Source: an optimization exercise on an open RTL-to-GDS flow (aim: small area and a short achievable clock period). Production flows keep margins and buffers that such runs may drop. At most, simulation tests tie the RTL to the original design; equivalence was not proved. Power is estimated from default activity; no workload was simulated. The flow treats the clock pin as an ideal source, which a real chip does not have.

// sram_bank
module sram_bank #(
    parameter int ADDR_WIDTH = 5,
    parameter int DATA_WIDTH = 64
) (
    input  logic                    clk,
    input  logic                    rst_n,
    input  logic                    req_valid,
    output logic                    req_ready,
    input  logic                    req_we,
    input  logic [ADDR_WIDTH-1:0]   req_addr,
    input  logic [DATA_WIDTH-1:0]   req_wdata,
    input  logic [DATA_WIDTH/8-1:0] req_be,
    output logic                    rsp_valid,
    input  logic                    rsp_ready,
    output logic [DATA_WIDTH-1:0]   rsp_rdata,
    output logic                    init_busy
);
Size in the first run: roughly 3700 cells after synthesis, about 150 I/O pins, about 0.075 mm² of cells after synthesis.
export LEC_CHECK = 0
export CAP_MARGIN = 20
export CORE_MARGIN = 2
export CORE_UTILIZATION = 70
export SETUP_SLACK_MARGIN = 2.6
export SLEW_MARGIN = 20
export SYNTH_HIERARCHICAL = 1
export SYNTH_MINIMUM_KEEP_SIZE = 0
create_clock -name core_clock -period 5.0 [get_ports {clk}]
standard.sh (not shown) runs the stock make flow with config.mk's settings and CLKGATE_MAP_FILE= SYNTH_SCRIPT=/design/flow/synth_recipe.tcl, a recipe that flattens the netlist after the stock synthesis.
==> flow/flow/run.sh <==
#!/bin/bash
# Standard ORFS layout (the standard.sh) with three changes:
#  - port buffers are sky130_fd_sc_hd__buf_2 cells,
#  - the resizer may swap a cell for one of another footprint,
#  - CTS clusters up to 25 sinks within 80 um and inserts no dummy loads.
# make's full output goes to flow_make.log here; ORFS's per-step logs stay
# under orfs/logs/.
set -euo pipefail
bash standard.sh \
  MATCH_CELL_FOOTPRINT=0 \
  "BUFFER_PORTS_ARGS=-buffer_cell sky130_fd_sc_hd__buf_2" \
  "CTS_ARGS=-sink_clustering_enable -repair_clock_nets -dont_use_dummy_load -sink_clustering_size 25 -sink_clustering_max_diameter 80" \
  finish > flow_make.log 2>&1
The baseline went through all stages and came out clean.
Change:
- CORE_UTILIZATION: 70 -> 60
What happened:
- global-route usage is lower by 7.4 points
- fmax is higher by 8.3%
- via count is lower by 5.2%
Change:
==> flow/flow/run.sh (replaced) <==
#!/bin/bash
# Standard ORFS layout (the standard.sh) with these changes:
#  - port buffers are sky130_fd_sc_hd__buf_2 cells,
#  - the resizer may swap a cell for one of another footprint,
#  - no timing repair at floorplan (it has no wire parasitics yet); the
#    buffers synthesis inserted are removed there instead,
#  - CTS clusters up to 30 sinks within 100 um and inserts no dummy loads.
# make's full output goes to flow_make.log here; ORFS's per-step logs stay
# under orfs/logs/.
set -euo pipefail
bash standard.sh \
  MATCH_CELL_FOOTPRINT=0 \
  REMOVE_ABC_BUFFERS=1 \
  "BUFFER_PORTS_ARGS=-buffer_cell sky130_fd_sc_hd__buf_2" \
  "CTS_ARGS=-sink_clustering_enable -repair_clock_nets -dont_use_dummy_load -sink_clustering_size 30 -sink_clustering_max_diameter 100" \
  finish > flow_make.log 2>&1
- CORE_UTILIZATION: 60 -> 65
What happened: First-iteration DRC count increases by 13%. Worst setup slack loses 0.070 ns. Die area came out lower by about 8%. Power went down by 2.4%. Maximum frequency drops by 2.6%. Wire length goes up by about 2%. Area after synthesis stays the same. Via count goes up by about 2.4%. Critical path depth does not change. Global-route usage went up by 2.1 points. Flip-flop and latch count does not change.
No functional check of the RTL was part of any run of this note.

* * *

== v7 ==
Another version of the RTL of sram_bank (not shown whole).
Size in the first run: about 3600 cells after synthesis, ~2100 flip-flops.
==> flow/design.v (excerpt) <==
module sram_bank #(
    parameter int ADDR_WIDTH = 5,
    parameter int DATA_WIDTH = 64
) (
    input  logic                    clk,
    input  logic                    rst_n,
    input  logic                    req_valid,
    output logic                    req_ready,
    input  logic                    req_we,
    input  logic [ADDR_WIDTH-1:0]   req_addr,
    input  logic [DATA_WIDTH-1:0]   req_wdata,
    input  logic [DATA_WIDTH/8-1:0] req_be,
    output logic                    rsp_valid,
    input  logic                    rsp_ready,
    output logic [DATA_WIDTH-1:0]   rsp_rdata,
    output logic                    init_busy
);
clock: 5.0 ns
lec_check: 0
cap_margin: 20
core_margin: 2
core_utilization: 60
cts_cluster_diameter: 80
cts_cluster_size: 25
setup_slack_margin: 2.45
slew_margin: 20
synth_hierarchical: 1
synth_minimum_keep_size: 0
run.sh (not shown) runs the stock make flow with config.mk's settings and CLKGATE_MAP_FILE= SYNTH_SCRIPT=/design/flow/synth_recipe.tcl, a recipe that flattens the netlist after the stock synthesis.
Stock flow here: none of the scripts above is used.
v7 finished every step from synthesis to the final layout, and the layout passed the timing, DRC and antenna checks.
Input-level comparison between v4 and v7:
diff --git a/flow/config.mk b/flow/config.mk
--- a/flow/config.mk
+++ b/flow/config.mk
@@ -12,3 +12,3 @@
 export CTS_CLUSTER_SIZE = 25
-export SETUP_SLACK_MARGIN = 2.45
+export SETUP_SLACK_MARGIN = 2.6
 export SLEW_MARGIN = 20
Notes after the runs:
- Looking at the reports, v4 completed the entire flow and the layout it produced met the timing, DRC and antenna checks.
- v7 → v4: relative contribution of the clock network to total power lower, routed wire length lower.
- Summary of v4 over v7: number of cells in the design after placement flat, clock slew seen by the registers of the worst setup and hold paths roughly the same, complex-gate fraction of the synthesized area was more or less identical, share of the clock period used by the worst path went down.
- v7 → v4: worst hold slack moved down, total global routing track utilization moved up.
- On via count, v7 and v4 are basically level.
- Taking v7 as the reference point, the utilization of v4 rises by 1.6 points.
--- input diff v4..v54 ---
==> flow/flow/run.sh (new file) <==
#!/bin/bash
# Standard ORFS layout (the standard.sh) with three changes:
#  - port buffers are sky130_fd_sc_hd__buf_2 cells,
#  - the resizer may swap a cell for one of another footprint,
#  - CTS clusters up to 25 sinks within 80 um and inserts no dummy loads.
# make's full output goes to flow_make.log here; ORFS's per-step logs stay
# under orfs/logs/.
set -euo pipefail
bash standard.sh \
  MATCH_CELL_FOOTPRINT=0 \
  "BUFFER_PORTS_ARGS=-buffer_cell sky130_fd_sc_hd__buf_2" \
  "CTS_ARGS=-sink_clustering_enable -repair_clock_nets -dont_use_dummy_load -sink_clustering_size 25 -sink_clustering_max_diameter 80" \
  finish > flow_make.log 2>&1
==> flow/standard.sh (new file) <==
#!/bin/bash
# synth_recipe.tcl (not shown) runs the flow's synth.tcl, then flattens the netlist and writes it again
# the make line also repeats each setting of config.mk as NAME=value (left out here)
make -C /OpenROAD-flow-scripts/flow DESIGN_CONFIG=/design/flow/config.mk WORK_HOME=/design/flow/orfs CLKGATE_MAP_FILE= SYNTH_SCRIPT=/design/flow/synth_recipe.tcl "${@:-finish}"
diff --git a/flow/config.mk b/flow/config.mk
--- a/flow/config.mk
+++ b/flow/config.mk
@@ -10,4 +10,2 @@
 export CORE_UTILIZATION = 60
-export CTS_CLUSTER_DIAMETER = 80
-export CTS_CLUSTER_SIZE = 25
 export SETUP_SLACK_MARGIN = 2.6
removed: flow/run.sh
[summary]
v4 → v54: normalized max-slew margin shows a reduction of 9.4 points; multi-input gate area in the final layout shows a reduction of 0.53%.
Having completed the whole flow, v54 delivered a layout that passed the timing, DRC and antenna checks.
After synthesis and placement, the instance count of v54 is below that of v4.
Taking v4 as the reference, in v54 overall power decreased 0.35%, fraction of the mapped netlist area in simple logic gates has remained practically unchanged, synthesis-to-finish area growth now smaller.

* * *

sram_bank, a different RTL version from the one above (not shown whole).
For scale: roughly 3,600 cells after synthesis, about 150 I/O pins, ~0.074 sq mm of cells after synthesis.
export LEC_CHECK = 0
export CAP_MARGIN = 20
export CORE_MARGIN = 2
export CORE_UTILIZATION = 40
export SLEW_MARGIN = 20
export SYNTH_HIERARCHICAL = 1
export SYNTH_MINIMUM_KEEP_SIZE = 0
create_clock -name core_clock -period 5.0 [get_ports {clk}]
Stock flow here: none of the scripts above is used.
Edit:
CORE_UTILIZATION = 60   (was 40)
CTS_BUF_LIST = sky130_fd_sc_hd__clkbuf_8   (was unset)
CTS_CLUSTER_SIZE = 30   (was unset)
SETUP_SLACK_MARGIN = 2.6   (was unset)
The new run completed with no timing, DRC or antenna violations.
Core utilization came out higher by 31 points.
Wire length came out higher by 16%.
Area after synthesis does not change.
Total power falls by about 4%.
Global-route usage came out higher by 15 points.
Cell count went down by 4.0%.
First-iteration DRC count is higher by 16%.
Synthesized cell count does not change.
Register-to-register slack improved by 0.71 ns.
Edit:
CORE_UTILIZATION = 40   (was 60)
CTS_BUF_LIST = unset   (was sky130_fd_sc_hd__clkbuf_8)
CTS_CLUSTER_SIZE = unset   (was 30)
Die area increases by 49%. Setup slack improved by 0.039 ns. Sequential share of layout area decreases by 0.76 points. Area after synthesis is unchanged. Non-clock buffer count increases by 3. Total power increases by 2.4%. Wire length decreases by 3.2%. Via count decreases by 4.2%. Clock skew stays flat. Global-route usage decreases by 13 points. Utilization decreases by 25 points.

* * *

sram_bank, a different RTL version from the one above (not shown whole).
Size: roughly 2,100 flip-flops, ~150 I/O pins, about 0.074 sq mm of cells after synthesis.
Settings: LEC_CHECK=0, CAP_MARGIN=20, CORE_MARGIN=2, CORE_UTILIZATION=40, SETUP_SLACK_MARGIN=2.6, SLEW_MARGIN=20, SYNTH_HIERARCHICAL=1, SYNTH_MINIMUM_KEEP_SIZE=0; clock period 5.0 ns.
standard.sh (not shown) runs the stock make flow with config.mk's settings and CLKGATE_MAP_FILE= SYNTH_SCRIPT=/design/flow/synth_recipe.tcl, a recipe that flattens the netlist after the stock synthesis.
==> flow/flow/run.sh <==
#!/bin/bash
# Standard ORFS layout (the standard.sh) with three changes:
#  - port buffers are sky130_fd_sc_hd__buf_2 cells,
#  - the resizer may swap a cell for one of another footprint,
#  - CTS clusters up to 25 sinks within 80 um and inserts no dummy loads.
# make's full output goes to flow_make.log here; ORFS's per-step logs stay
# under orfs/logs/.
set -euo pipefail
bash standard.sh \
  MATCH_CELL_FOOTPRINT=0 \
  "BUFFER_PORTS_ARGS=-buffer_cell sky130_fd_sc_hd__buf_2" \
  "CTS_ARGS=-sink_clustering_enable -repair_clock_nets -dont_use_dummy_load -sink_clustering_size 25 -sink_clustering_max_diameter 80" \
  finish > flow_make.log 2>&1
The first run finished clean.
Next try:
==> flow/run.sh (new file) <==
#!/bin/bash
# synth_recipe.tcl (not shown) runs the flow's synth.tcl, then flattens the netlist and writes it again
# the make line also repeats each setting of config.mk as NAME=value (left out here)
make -C /OpenROAD-flow-scripts/flow DESIGN_CONFIG=/design/flow/config.mk WORK_HOME=/design/flow/orfs CLKGATE_MAP_FILE= SYNTH_SCRIPT=/design/flow/synth_recipe.tcl finish
Settings changed: CTS_CLUSTER_DIAMETER set to 80, CTS_CLUSTER_SIZE set to 25.
removed: flow/flow/run.sh
removed: flow/standard.sh
After rerunning:
- The new run finished with timing, DRC and antenna clean
- worst setup slack improves by 160 ps
- clock-buffer cell count rises by 76
- worst hold slack gains 210 ps
- combinational power grows by about 10%
No functional check of the RTL was part of any run of this note.

-- re-timing with driven ports --
Ports are ideal in the flow. The routed layouts listed here were re-timed in OpenROAD. Step 1 assumes that a clkbuf_16 drives the clock port and a buf_2 every other input. Step 2 times the ports against the registers' clock, not the clock port: input delays grow and output delays shrink by t, the midpoint of the rising clock arrivals with the driver on. a / b / c = ideal ports / drivers / drivers and shift; a / b = the first two.
run	t, ns	setup slack, ns	hold slack, ns	worst data-port slew with drivers (ns)	cell pins on the clock port's net
the first run of note 1	0.794	2.193 / 2.077 / 1.283	0.075 / 0.064 / 0.499	0.18	1
the second run of note 1	0.749	2.408 / 2.413 / 1.680	0.297 / 0.363 / 0.547	0.14	1
the third run of note 1	0.786	2.338 / 2.338 / 1.561	0.197 / 0.186 / 0.478	0.17	1
v7	0.800	2.260 / 2.166 / 1.366	0.376 / 0.319 / 0.569	0.20	1
v4	0.800	2.356 / 2.225 / 1.425	0.373 / 0.332 / 0.505	0.22	1
v54	0.776	2.351 / 2.211 / 1.435	0.248 / 0.361 / 0.488	0.28	1
the first run of note 3	0.907	1.032 / 1.011 / 0.368	0.521 / 0.452 / 0.559	0.09	1
the second run of note 3	1.062	1.940 / 1.920 / 1.003	0.039 / -0.004 / 0.556	0.06	1
the third run of note 3	0.943	1.979 / 1.968 / 1.116	0.149 / 0.066 / 0.547	0.18	1
the first run of note 4	0.815	1.940 / 1.980 / 1.181	0.191 / 0.122 / 0.541	0.19	1
the second run of note 4	0.843	2.103 / 2.096 / 1.253	0.401 / 0.330 / 0.570	0.21	1
After both steps every run listed still meets setup and hold. For the second run of note 3, which loses most, drivers alone change the setup slack by -0.020 ns; drivers and shift together by -0.937 ns.
